This is an optimization exercise on Yosys and OpenROAD, whose aim is small area, not a production implementation.
RTL that was checked went through simulation tests only; none was proved equivalent to the original.
The RTL of run 1 was laid out without a check of its function.

==> flow/design.v (outline; a module is shown in full before it is edited, if it fits) <==
// module osc_phase_multi: 2092 lines
// module osc_fa: 4 lines
// module osc_ha: 4 lines
// module osc_xor2: 3 lines
// module osc_xnor2: 3 lines
// module osc_a21oi: 3 lines
// module osc_o21ai: 3 lines
// module osc_nand2: 3 lines
// module osc_nor2: 3 lines
// module osc_or2: 3 lines
// module osc_and2: 3 lines
module osc_phase_multi #(
  parameter int ACC_W = 24,
  parameter int OUT_W = 16
) (
  input  logic             clk,
  input  logic             rst_n,
  input  logic             sample_en,
  input  logic [ACC_W-1:0] inc_in,
  input  logic             inc_load,
  input  logic             sync,
  input  logic [OUT_W-1:0] duty,
  input  logic [OUT_W-1:0] amp,
  output logic             inc_pending,
  output logic [OUT_W-1:0] saw,
  output logic [OUT_W-1:0] tri_o,
  output logic [OUT_W-1:0] sqr,
  output logic             out_valid,
  output logic             wrap
);
  // ...
==> flow/flow/run.sh <==
#!/bin/bash
set -euo pipefail
export BUFFER_PORTS_ARGS="-buffer_cell sky130_fd_sc_hd__buf_1"
export CTS_ARGS="-sink_clustering_enable -repair_clock_nets -dont_use_dummy_load -buf_list sky130_fd_sc_hd__clkbuf_8 -root_buf sky130_fd_sc_hd__clkbuf_8"
R=orfs/results/sky130hd/osc_phase_multi/base
bash standard.sh synth > synth.log 2>&1
DS_ODB=$R/1_synth.odb openroad -no_init -exit flow/downsize.tcl > downsize.log 2>&1
bash standard.sh > flow.log 2>&1
==> flow/flow/downsize.tcl <==
# Swap every combinational cell to the smallest-area cell of the same
# function family (same name up to the drive-strength suffix, same pins);
# the flow's later repair steps size cells up again where timing needs it.
set db [ord::get_db]
read_db $::env(DS_ODB)

set masters [dict create]
foreach lib [$db getLibs] { foreach m [$lib getMasters] {
  set n [$m getName]
  if {[regexp {^(sky130_fd_sc_hd__[a-z0-9]+)_([0-9]+)$} $n -> base sz]} {
    set area [expr {[$m getWidth] * [$m getHeight]}]
    # smallest area; among equal areas the strongest drive
    if {![dict exists $masters $base]} {
      dict set masters $base [list $m $area $sz]
    } else {
      lassign [dict get $masters $base] bm ba bs
      if {$area < $ba || ($area == $ba && $sz > $bs)} {
        dict set masters $base [list $m $area $sz]
      }
    }
  }
} }
set dont_use [expr {[info exists ::env(DONT_USE_CELLS)] ? [split $::env(DONT_USE_CELLS)] : {}}]
set n 0
set sw [dict create]
foreach inst [[[$db getChip] getBlock] getInsts] {
  set m [$inst getMaster]
  set name [$m getName]
  if {![regexp {^(sky130_fd_sc_hd__[a-z0-9]+)_([0-9]+)$} $name -> base sz]} continue
  if {[regexp {^sky130_fd_sc_hd__(df|sdf|edf|dl|clk|conb|tap|fill|decap)} $name]} continue
  if {![dict exists $masters $base]} continue
  set best [lindex [dict get $masters $base] 0]
  if {$best eq $m} continue
  if {[lsearch -exact $dont_use [$best getName]] >= 0} continue
  if {[$inst swapMaster $best]} { incr n; dict incr sw "$name->[$best getName]" }
}
puts "downsize: swapped $n instances: $sw"
write_db $::env(DS_ODB)
==> flow/standard.sh <==
#!/bin/bash
# synth_recipe.tcl (not shown) runs the flow's synth.tcl, then flattens the netlist and writes it again
# the make line also repeats each setting of config.mk as NAME=value (left out here)
make -C /OpenROAD-flow-scripts/flow DESIGN_CONFIG=/design/flow/config.mk WORK_HOME=/design/flow/orfs CLKGATE_MAP_FILE= SYNTH_SCRIPT=/design/flow/synth_recipe.tcl "${@:-finish}"
==> flow/config.mk <==
export PLATFORM = sky130hd
export DESIGN_NAME = osc_phase_multi
export DESIGN_NICKNAME = osc_phase_multi
export VERILOG_FILES = /design/flow/design.v
export SDC_FILE = /design/flow/constraint.sdc
export NUM_CORES = 4
export LEC_CHECK = 0
export CAP_MARGIN = 20
export CORE_MARGIN = 2
export CORE_UTILIZATION = 40
export SLEW_MARGIN = 20
export SYNTH_HIERARCHICAL = 1
export SYNTH_MINIMUM_KEEP_SIZE = 0
==> flow/constraint.sdc <==
create_clock -name core_clock -period 8.0 [get_ports {clk}]
set_input_delay 1.6000 -clock core_clock [delete_from_list [all_inputs] [get_ports {clk}]]
set_output_delay 1.6000 -clock core_clock [all_outputs]
set_load 0.01 [all_outputs]
==> flow_summary.toml, run 1 <==
[finish]
layout.cells.most_common = "sky130_fd_sc_hd__nand2_1"
buffer_area_frac = 0.0423
seq_cell_count = 130
layout.cells.non_filler = 1758
seq_share = 0.216
clkCellAreaFrac = 0.0169
num_antenna_cells = 1

[timing]
slew_at_the_pin_closest_to_its_max_slew_limit_ns = 1.01
post-route-worst-setup-slack_ns = 0.798
grt_setup_unrepaired = "no"
worst_clock_skew_ns = 0.0378

[route]
drt_first_pass_iters = 5
ant_nets = 0
vias_per_cell = 5.11
detailroute.via_count = 8975

[setup_path]
critPathTopFamily = "adder cells"
end_kind = "output port"
cp_max_fo = 3
timing.critical_path.required_ns = 6.40

[clock_tree]
post_cts_buffers = 0
ctsHoldBuffers = 0
cts_root_buffer = "sky130_fd_sc_hd__clkbuf_8"
cts.sink_count = 130
cts_htree_levels = 4

[status]
status = "complete, no violations"

[grt]
overflow = 0
global_route.usage.met3 = 0.0361

[flow_run]
maxCapViolations = 0

[floorplanning]
dieHeight_um = 182
==> inputs of run 2 (changes only) <==
--- a/flow/design.v
+++ b/flow/design.v
@@ -2066,32 +2066,35 @@
   always_ff @(posedge clk) begin
     wh_n_q  <= ~wh;
     a2_q    <= a;
     cin_t_n_q <= ~cin_t;
     cin_s_n_q <= ~cin_s;
     p15_q   <= p15;
     sq2_q   <= sq_q;
   end
-  logic [15:0] tri_s, saw_s, v;
+  logic [15:0] tri_s, saw_s;
   logic [14:0] ys_n;
   logic        d, anz;
   assign ys_n = a2_q[15:1] & {15{~p15_q}};
   assign anz  = (a2_q != 16'd0);
   assign d    = anz & (~a2_q[0] | a2_q[15]);
-  logic [15:0] vb;
+  logic [15:0] nxv, vc, v;
+  logic        e;
+  assign nxv = ~{1'b0, a2_q[15:1]};
+  assign e   = d | (~sq2_q & ~anz);
   always_comb begin
-    vb[0] = d;
-    for (int k = 1; k < 16; k++) vb[k] = vb[k-1] & ~a2_q[k];
+    vc[0] = e;
+    for (int k = 1; k < 16; k++) vc[k] = vc[k-1] & nxv[k-1];
   end
-  assign v = {1'b0, a2_q[15:1]} ^ vb;
+  assign v = nxv ^ vc;
   assign inc_pending = pending_q;
   assign saw         = saw_s;
   assign tri_o       = tri_s ^ {16{p15_q}};
-  assign sqr         = sq2_q ? v : (anz ? ~v : 16'd0);
+  assign sqr         = v ^ {16{sq2_q}};
   assign out_valid   = valid_q;
   assign wrap        = wrap_q;
 endmodule
 module osc_fa (input logic a, input logic b, input logic ci, output logic s, output logic co);
   assign s  = a ^ b ^ ci;
   assign co = (a & b) | (a & ci) | (b & ci);
 endmodule
 module osc_ha (input logic a, input logic b, output logic s, output logic co);
==> run 2 against run 1 <==
  * Synthesized cell count about the same
  * First-iteration DRC count down 8.1%
  * Fmax shrank 1.8%
  * Critical path depth unchanged
  * Largest cell class unchanged
==> flow_summary.toml, run 2 <==
[floorplanning]
initial_util = 0.409
core_area_um2 = 30700
dieHeight_um = 181
die_width_um = 181
total_die_area_um2 = 32900
placementRows = 64
num_io_pins = 112

[clock_tree]
cts_resized = 0
worst_setup_hold_path_clk_slew_ns = 0.07
cts_made_buffers = 17
cts.sink_count = 130
tritoncts = "yes"
post_cts_buffers = 0
cts_htree_levels = 4
cts_root_buffer = "sky130_fd_sc_hd__clkbuf_8"
clock_latency_on_the_worst_skew_pair_ns = 0.47
cts.path.max_buffers = 2
ctsHoldBuffers = 0

[setup_path]
timing.critical_path.required_ns = 6.40
crit_path_cell_trace = "fa_1 -> fa_1 -> fa_1 -> fa_1 -> fa_1 -> fa_1 -> fa_1 -> fa_1 -> o21ai_1 -> a21oi_1 -> o21ai_1 -> a21oi_1 -> o21ai_1 -> a21oi_1 -> o21ai_1 -> xnor2_1 -> xnor2_1 -> buf_1"
cp.depth = 18
cp-start-kind = "flop"
worst_path_max_delay_cell = "sky130_fd_sc_hd__fa_1"
r2r_depth = 24
timing_worst_setup_path_type = "flop to output port"
critPathTopFamily = "adder cells"
cp_common_cell = "sky130_fd_sc_hd__fa_1"
crit_buf_inv = 1
cp_max_fo = 3
end_kind = "output port"
arrival_ns = 5.74
cp_slowest_stage_delay_ns = 0.42

[route]
vias_per_cell = 5.16
initialDrtViolationCount = 497
met3_length_um = 2000
routed-wl-met2_um = 14600
detailroute.via_count = 9044
route.final.wire_length_um = 30900
m1WireLength_um = 13500
detail_route.wl_per_cell_um = 17.7
drt_first_pass_iters = 5
ant_nets = 0
drt_drc_violations_left = 0
routed.top_layer = "met5"

[timing]
finalCriticalPeriod_ns = 7.34
worst_clock_skew_ns = 0.0302
maxClockFrequency_mhz = 136
finalSetupViolCount = 0
timing_hold_violations_final = 0
post-route-worst-setup-slack_ns = 0.664
timing.slew.headroom = 0.297
layout_worst_path_cycle_share = 0.917
finalSetupTns_ns = 0
slew_at_the_pin_closest_to_its_max_slew_limit_ns = 1.05
grt_setup_unrepaired = "no"
slew_violations = 0

[finish]
layout_common_cells = "sky130_fd_sc_hd__nand2_1 (287), sky130_fd_sc_hd__fa_1 (219), sky130_fd_sc_hd__buf_1 (110), sky130_fd_sc_hd__xnor2_1 (107), sky130_fd_sc_hd__dfrtp_1 (77)"
nets = 1669
area_growth_pct = 9.79
layout.cells.most_common = "sky130_fd_sc_hd__nand2_1"
fillerInstances = 2986
sequential_cell_area_um2 = 2990
layout_top_registers = "inc_act_q: 24 flops, inc_shd_q: 24 flops, phase_q: 24 flops"
post_route_cells_drive_above_1_share = 0.127
layout.cells.non_filler = 1753
num_antenna_cells = 0
multi_input_combinational_cell_area_um2 = 9370

[grt]
vias_in_the_first_global_route = 9986
global_route.usage.total = 0.201
overflow = 0
antenna_found_initial = 1
grt_first_pass_wirelength_um = 51800
grt_max_degree = 78

[placed_design]
place.port_buffers = 111
detailedPlace.worstSlack_ns = 0.279
globalplace.congestion = 0.847
dp_hpwl_um = 23200
post-place-cells = 1736

[flow_run]
maxCapViolations = 0

[hold_path]
number_of_cells_on_the_worst_hold_path = 0
hp_class = "flop to flop"

[synth]
synthesis.nets = 1545
post_synthesis_cell_area_um2 = 12600
syn_area_per_cell_um2 = 10.2
synthesis.instances = 1235
yosysWarnings = 7

[status]
status = "complete, no violations"
==> run 2: final timing paths <==
check | start | end | slack, ns
worst max register to register | amp_q[3] | wh_n_q[15] | 0.74
worst min register to register | v1_q | valid_q | 0.35
min in group asynchronous | rst_n | inc_shd_q[19] | 1.26
worst max-delay path | a2_q[1] | tri_o[15] | 0.66
max in group asynchronous | rst_n | phase_q[23] | 6.10
worst min-delay path | v1_q | valid_q | 0.35
==> run 2: final cells by class <==
class,count,area share
multi-input cells,1041,0.678
flip-flops and latches,130,0.216
repair buffers,136,0.0440
inverters,33,0.00896
clock buffers,17,0.0169
well taps,396,0.0359
==> run 2: metrics by stage <==
stage | util | hold slack, ns | area, um^2
5_1_grt | 0.449 | 0.373 | 13800
6_report | 0.449 | 0.350 | 13800
3_5_place_dp | 0.442 | 0.335 | 13600
4_1_cts | 0.449 | 0.352 | 13800
3_3_place_gp | 0.442 | 0.335 | 13600
2_1_floorplan | - | 0.310 | 12600
==> run 2: routing by layer <==
metal	up-vias	track usage
met5	-	0
met4	2	0.0667
met3	62	0.0385
met2	306	0.335
met1	4537	0.265
li1	4137	-
==> inputs of run 3 (changes only) <==
--- a/flow/config.mk
+++ b/flow/config.mk
@@ -9,4 +9,5 @@
 export CORE_MARGIN = 2
 export CORE_UTILIZATION = 40
+export GPL_TIMING_DRIVEN = 0
 export SLEW_MARGIN = 20
 export SYNTH_HIERARCHICAL = 1
==> run 3 against run 2 <==
  * Register-to-register slack lost 0.08 ns
  * First-iteration DRC count shrank 13%
  * Core utilization shrank 0.090 points
  * Routed wire length shrank 0.52%
  * Non-clock buffer count grew 7
  * Die area is the same
  * Cell area shrank 0.20%
  * Synthesized cell count is the same
  * Sequential cell count is the same
  * Clock skew grew 0.0035 ns
==> flow_summary.toml, run 3 <==
[floorplanning]
num_io_pins = 112
die_width_um = 181
placementRows = 64
total_die_area_um2 = 32900
core_area_um2 = 30700
dieHeight_um = 181
initial_util = 0.409

[clock_tree]
cts_made_buffers = 17
tritoncts = "yes"
cts.path.max_buffers = 2
worst_setup_hold_path_clk_slew_ns = 0.07
post_cts_buffers = 0
cts_resized = 0
clock_latency_on_the_worst_skew_pair_ns = 0.48
ctsHoldBuffers = 0
cts.sink_count = 130
cts_htree_levels = 4
cts_root_buffer = "sky130_fd_sc_hd__clkbuf_8"

[grt]
grtUsageMet2 = 0.333
grt_util_met1 = 0.266
global_route.usage.met3 = 0.0375
grt_first_pass_wirelength_um = 51300
antenna_found_initial = 1
overflow = 0
grt_max_degree = 32
top_usage_layer = "met2"
global_route.usage.total = 0.200
vias_in_the_first_global_route = 9746

[setup_path]
crit_path_cell_trace = "clkbuf_1 -> clkbuf_4 -> nor2_1 -> fa_1 -> fa_1 -> fa_1 -> fa_1 -> fa_1 -> fa_1 -> fa_1 -> fa_1 -> o21ai_1 -> a21oi_1 -> o21ai_1 -> a21oi_1 -> o21ai_1 -> a21oi_1 -> xor2_1 -> buf_1 -> buf_1"
cp_slowest_stage_delay_ns = 0.42
arrival_ns = 5.95
regToRegSetupSlack_ns = 0.66
crit_buf_inv = 4
cp-start-kind = "flop"
worst_path_max_delay_cell = "sky130_fd_sc_hd__fa_1"
timing_worst_setup_path_type = "flop to output port"
cp_max_fo = 10
end_kind = "output port"
critPathTopFamily = "adder cells"
timing.critical_path.required_ns = 6.40
cp_common_cell = "sky130_fd_sc_hd__fa_1"

[synth]
synthesis.instances = 1235
syn_area_per_cell_um2 = 10.2
synthesis.nets = 1545
post_synthesis_cell_area_um2 = 12600
yosysWarnings = 7

[placed_design]
post-place-cells = 1743
place.port_buffers = 110
globalplace.congestion = 0.847
dp_hpwl_um = 22700

[timing]
slew_at_the_pin_closest_to_its_max_slew_limit_ns = 1.06
timing_hold_violations_final = 0
layout_worst_path_cycle_share = 0.943
worst_clock_skew_ns = 0.0337
finalSetupViolCount = 0
grt_setup_unrepaired = "no"
finalCriticalPeriod_ns = 7.55
timing.slew.headroom = 0.293
slew_violations = 0
maxClockFrequency_mhz = 132

[route]
ant_nets = 0
drt_first_pass_iters = 5
vias_per_cell = 5.12
initialDrtViolationCount = 431
detail_route.wl_per_cell_um = 17.5
drt_drc_violations_left = 0
route.final.wire_length_um = 30800
detailroute.via_count = 9009

[status]
status = "complete, no violations"

[finish]
fillerInstances = 3027
post_route_cells_drive_above_1_share = 0.112
layout_common_cells = "sky130_fd_sc_hd__nand2_1 (287), sky130_fd_sc_hd__fa_1 (219), sky130_fd_sc_hd__buf_1 (125), sky130_fd_sc_hd__xnor2_1 (107), sky130_fd_sc_hd__dfrtp_1 (77)"
layout.cells.non_filler = 1761
area_growth_pct = 9.57
utilization = 0.448
layout_top_registers = "inc_act_q: 24 flops, inc_shd_q: 24 flops, phase_q: 24 flops"
nets = 1676
layout.cells.most_common = "sky130_fd_sc_hd__nand2_1"

[hold_path]
hp_class = "flop to flop"

[flow_run]
maxCapViolations = 0
## run 3: worst reg2reg max path: cells and delay by family (launching register included)
family	cells	cell delay (ns)
AO/OA/AOI/OAI	9	1.66
AND/OR/NAND/NOR	6	1.23
adder cells (fa/ha/maj)	8	3.27
XOR/XNOR	1	0.15
flip-flops	1	0.93
## run 3: metal layers
metal  vias up  routed length, um
met2       264              14700
met4         2                607
met5         -                 13
li1       4168                  -
met1      4520              13700
met3        55               1770
## run 3: final cells by class
class	instances	area, um^2	area share
inverter	33	124	0.00898
sequential	130	2990	0.217
antenna	1	2.50	0.000181
timing repair buffer	112	463	0.0336
clock buffer	17	234	0.0170
tap	396	495	0.0359
buffer	31	123	0.00889
multi-input combinational	1041	9360	0.679
## run 3: metrics by stage
step | hold WS, ns | setup WS (ns) | TNS (ns) | area, um^2
3_5_place_dp | 0.315 | -0.255 | -4.28 | 13500
5_1_grt | 0.341 | 0.00457 | 0 | 13800
2_1_floorplan | 0.310 | 1.11 | 0 | 12600
4_1_cts | 0.328 | 0.0536 | 0 | 13800
3_3_place_gp | 0.314 | -0.125 | -1.88 | 13500
6_report | 0.328 | 0.452 | 0 | 13800
## run 3: final timing paths
| path | from | depth (start not counted) | end |
|---|---|---|---|
| max | p15_q | 20 | saw[14] |
| min | sq_q | 0 | sq2_q |
| max reg2reg | amp_q[4] | 24 | wh_n_q[15] |
| min reg2reg | sq_q | 0 | sq2_q |
| max in group asynchronous | rst_n | 3 | phase_q[1] |
| min in group asynchronous | rst_n | 1 | inc_shd_q[19] |
==> inputs of run 4 (changes only) <==
--- a/flow/config.mk
+++ b/flow/config.mk
@@ -8,6 +8,7 @@
 export CAP_MARGIN = 20
 export CORE_MARGIN = 2
-export CORE_UTILIZATION = 40
+export CORE_UTILIZATION = 65
 export GPL_TIMING_DRIVEN = 0
+export PLACE_DENSITY = 0.8
 export SLEW_MARGIN = 20
 export SYNTH_HIERARCHICAL = 1
==> run 4 against run 3 <==
  * Still clean on timing, DRC and antenna
  * Cell count is 7.8% lower
  * Synthesized area unchanged
  * Critical path depth unchanged
==> flow_summary.toml, run 4 <==
[status]
status = "complete, no violations"

[setup_path]
arrival_ns = 6.05
crit_path_cell_trace = "clkbuf_1 -> clkbuf_4 -> nor2_1 -> fa_1 -> fa_1 -> fa_1 -> fa_1 -> fa_1 -> fa_1 -> fa_1 -> fa_1 -> o21ai_1 -> a21oi_1 -> o21ai_1 -> a21oi_1 -> o21ai_2 -> a21oi_1 -> xor2_1 -> buf_1 -> buf_1"
cp_slowest_stage_delay_ns = 0.42
worst_path_max_delay_cell = "sky130_fd_sc_hd__fa_1"
end_kind = "output port"
cp-start-kind = "flop"
critPathTopFamily = "adder cells"
crit_buf_inv = 4
timing_worst_setup_path_type = "flop to output port"
cp_max_fo = 10
cp_common_cell = "sky130_fd_sc_hd__fa_1"
timing.critical_path.required_ns = 6.40

[timing]
post-route-worst-setup-slack_ns = 0.348
slew_at_the_pin_closest_to_its_max_slew_limit_ns = 1.05
layout_worst_path_cycle_share = 0.957
grt_setup_unrepaired = "no"
timing_hold_violations_final = 0
finalSetupViolCount = 0
finalCriticalPeriod_ns = 7.65
slew_violations = 0
final.hold.worst_slack_ns = 0.327
timing.slew.headroom = 0.300
maxClockFrequency_mhz = 131
worst_clock_skew_ns = 0.0404

[synth]
yosysWarnings = 7
post_synthesis_cell_area_um2 = 12600
synthesis.nets = 1545
synthesis.instances = 1235
syn_area_per_cell_um2 = 10.2

[clock_tree]
tritoncts = "yes"
cts_htree_levels = 4
cts.path.max_buffers = 2
worst_setup_hold_path_clk_slew_ns = 0.06
clock_latency_on_the_worst_skew_pair_ns = 0.46
cts_made_buffers = 17
cts.sink_count = 130
cts_root_buffer = "sky130_fd_sc_hd__clkbuf_8"

[finish]
layout_common_cells = "sky130_fd_sc_hd__nand2_1 (287), sky130_fd_sc_hd__fa_1 (219), sky130_fd_sc_hd__buf_1 (126), sky130_fd_sc_hd__xnor2_1 (107), sky130_fd_sc_hd__dfrtp_1 (77)"
area_growth_pct = 8.19
layout.cells.most_common = "sky130_fd_sc_hd__nand2_1"
layout_top_registers = "inc_act_q: 24 flops, inc_shd_q: 24 flops, phase_q: 24 flops"
post_route_cells_drive_above_1_share = 0.113
nets = 1676
num_antenna_cells = 0

[hold_path]
hp_class = "flop to flop"

[grt]
antenna_found_initial = 0
grt_first_pass_wirelength_um = 49100
vias_in_the_first_global_route = 10200
grt_max_degree = 30
global_route.usage.total = 0.313
top_usage_layer = "met2"
grt_util_met1 = 0.397
global_route.usage.met3 = 0.0741
overflow = 0
grtUsageMet2 = 0.529

[floorplanning]
placementRows = 50
dieHeight_um = 143
total_die_area_um2 = 20500
core_area_um2 = 18800
num_io_pins = 112
initial_util = 0.668
die_width_um = 143

[route]
vias_per_cell = 5.78
detail_route.wl_per_cell_um = 18.3
route.final.wire_length_um = 29700
detailroute.via_count = 9385
ant_nets = 0
drt_first_pass_iters = 5
initialDrtViolationCount = 591
drt_drc_violations_left = 0

[flow_run]
maxCapViolations = 0

[placed_design]
globalplace.congestion = 0.847
detailedPlace.worstSlack_ns = -0.0185
place.port_buffers = 110
dp_hpwl_um = 22100
## run 4: through the flow
step | std cells | utilization | instance area, um^2 | setup TNS (ns)
2_1_floorplan | 1235 | - | 12600 | 0
3_3_place_gp | 1605 | 0.708 | 13300 | 0
3_5_place_dp | 1607 | 0.710 | 13400 | -0.108
4_1_cts | 1624 | 0.722 | 13600 | 0
5_1_grt | 1624 | 0.723 | 13600 | 0
6_report | 1624 | 0.723 | 13600 | 0
## run 4: cell type report
cell class	instances	area (um^2)
Sequential cell	130	2990
Inverter	33	124
Timing Repair Buffer	112	454
Buffer	31	123
Clock buffer	17	234
Tap cell	260	325
Multi-Input combinational cell	1041	9370
Fill cell	1363	5210
## run 4: worst reg2reg max path: stages, from the launching register on
cell and delay, ns:
sky130_fd_sc_hd__dfxtp_1 0.97, sky130_fd_sc_hd__nand2_1 0.23, sky130_fd_sc_hd__fa_1 0.62, sky130_fd_sc_hd__fa_1 0.43
sky130_fd_sc_hd__fa_1 0.47, sky130_fd_sc_hd__fa_1 0.41, sky130_fd_sc_hd__fa_1 0.38, sky130_fd_sc_hd__fa_1 0.38
sky130_fd_sc_hd__fa_1 0.40, sky130_fd_sc_hd__o21ai_1 0.23, sky130_fd_sc_hd__a21oi_1 0.13, sky130_fd_sc_hd__o21ai_1 0.22
sky130_fd_sc_hd__a21oi_1 0.16, sky130_fd_sc_hd__o21ai_1 0.24, sky130_fd_sc_hd__a21oi_1 0.14, sky130_fd_sc_hd__o21ai_1 0.24
sky130_fd_sc_hd__a21oi_1 0.14, sky130_fd_sc_hd__and3b_1 0.29, sky130_fd_sc_hd__and3_1 0.23, sky130_fd_sc_hd__and3_1 0.20
sky130_fd_sc_hd__ha_1 0.21, sky130_fd_sc_hd__o2111ai_1 0.19, sky130_fd_sc_hd__nor2_1 0.21, sky130_fd_sc_hd__nand2_1 0.09
sky130_fd_sc_hd__xor2_1 0.14
## run 4: worst paths after layout
check	start	end	slack [ns]	cells past startpoint
min in group asynchronous	rst_n	phase_q[16]	1.11	1
setup reg to reg	amp_q[4]	wh_n_q[15]	0.53	24
hold reg to reg	sq_q	sq2_q	0.33	0
max in group asynchronous	rst_n	inc_act_q[12]	6.10	3
setup / recovery	p15_q	saw[14]	0.35	20
hold / removal	sq_q	sq2_q	0.33	0
## run 4: layer usage
metal | part of all wire | up-vias
li1 | - | 4165
met1 | 0.39 | 4680
met2 | 0.49 | 465
met3 | 0.087 | 75
met4 | 0.025 | 0
met5 | 0 | -
## run 4: what timing repair did
action,4_1_cts,5_1_grt
endpoints found under the hold margin,0,0
setup buffers,0,0
gates cloned,0,0
gates resized for setup,1,6
hold buffers,0,0
setup endpoints to repair,1,21

[port drivers added, routing unchanged]
No port has a modelled driver above. Below, the same layouts with a new extraction and two added sets of constraints.
Step 1 sets driving cells, clkbuf_16 on the clock port and buf_2 on the other inputs (assumed; they add their load-dependent delay and slew).
Step 2 also shifts input and output timing later by t, the mid clock arrival at the registers, as if the neighbouring blocks saw the same clock.
a / b / c = ideal / step 1 / step 2; a / b = the first two.
run | t, ns | setup WS [ns] | cell pins on the clock port's net
run 1 | 0.487 | 0.798 / 0.751 / 0.478 | 1
run 2 | 0.494 | 0.664 / 0.617 / 0.325 | 1
run 3 | 0.502 | 0.452 / 0.408 / 0.207 | 1
run 4 | 0.485 | 0.348 / 0.308 / 0.214 | 1
After both steps every run listed still meets setup and hold. The setup slack of run 2, which loses most, moves by -0.047 ns with the drivers and by -0.339 ns with both steps.
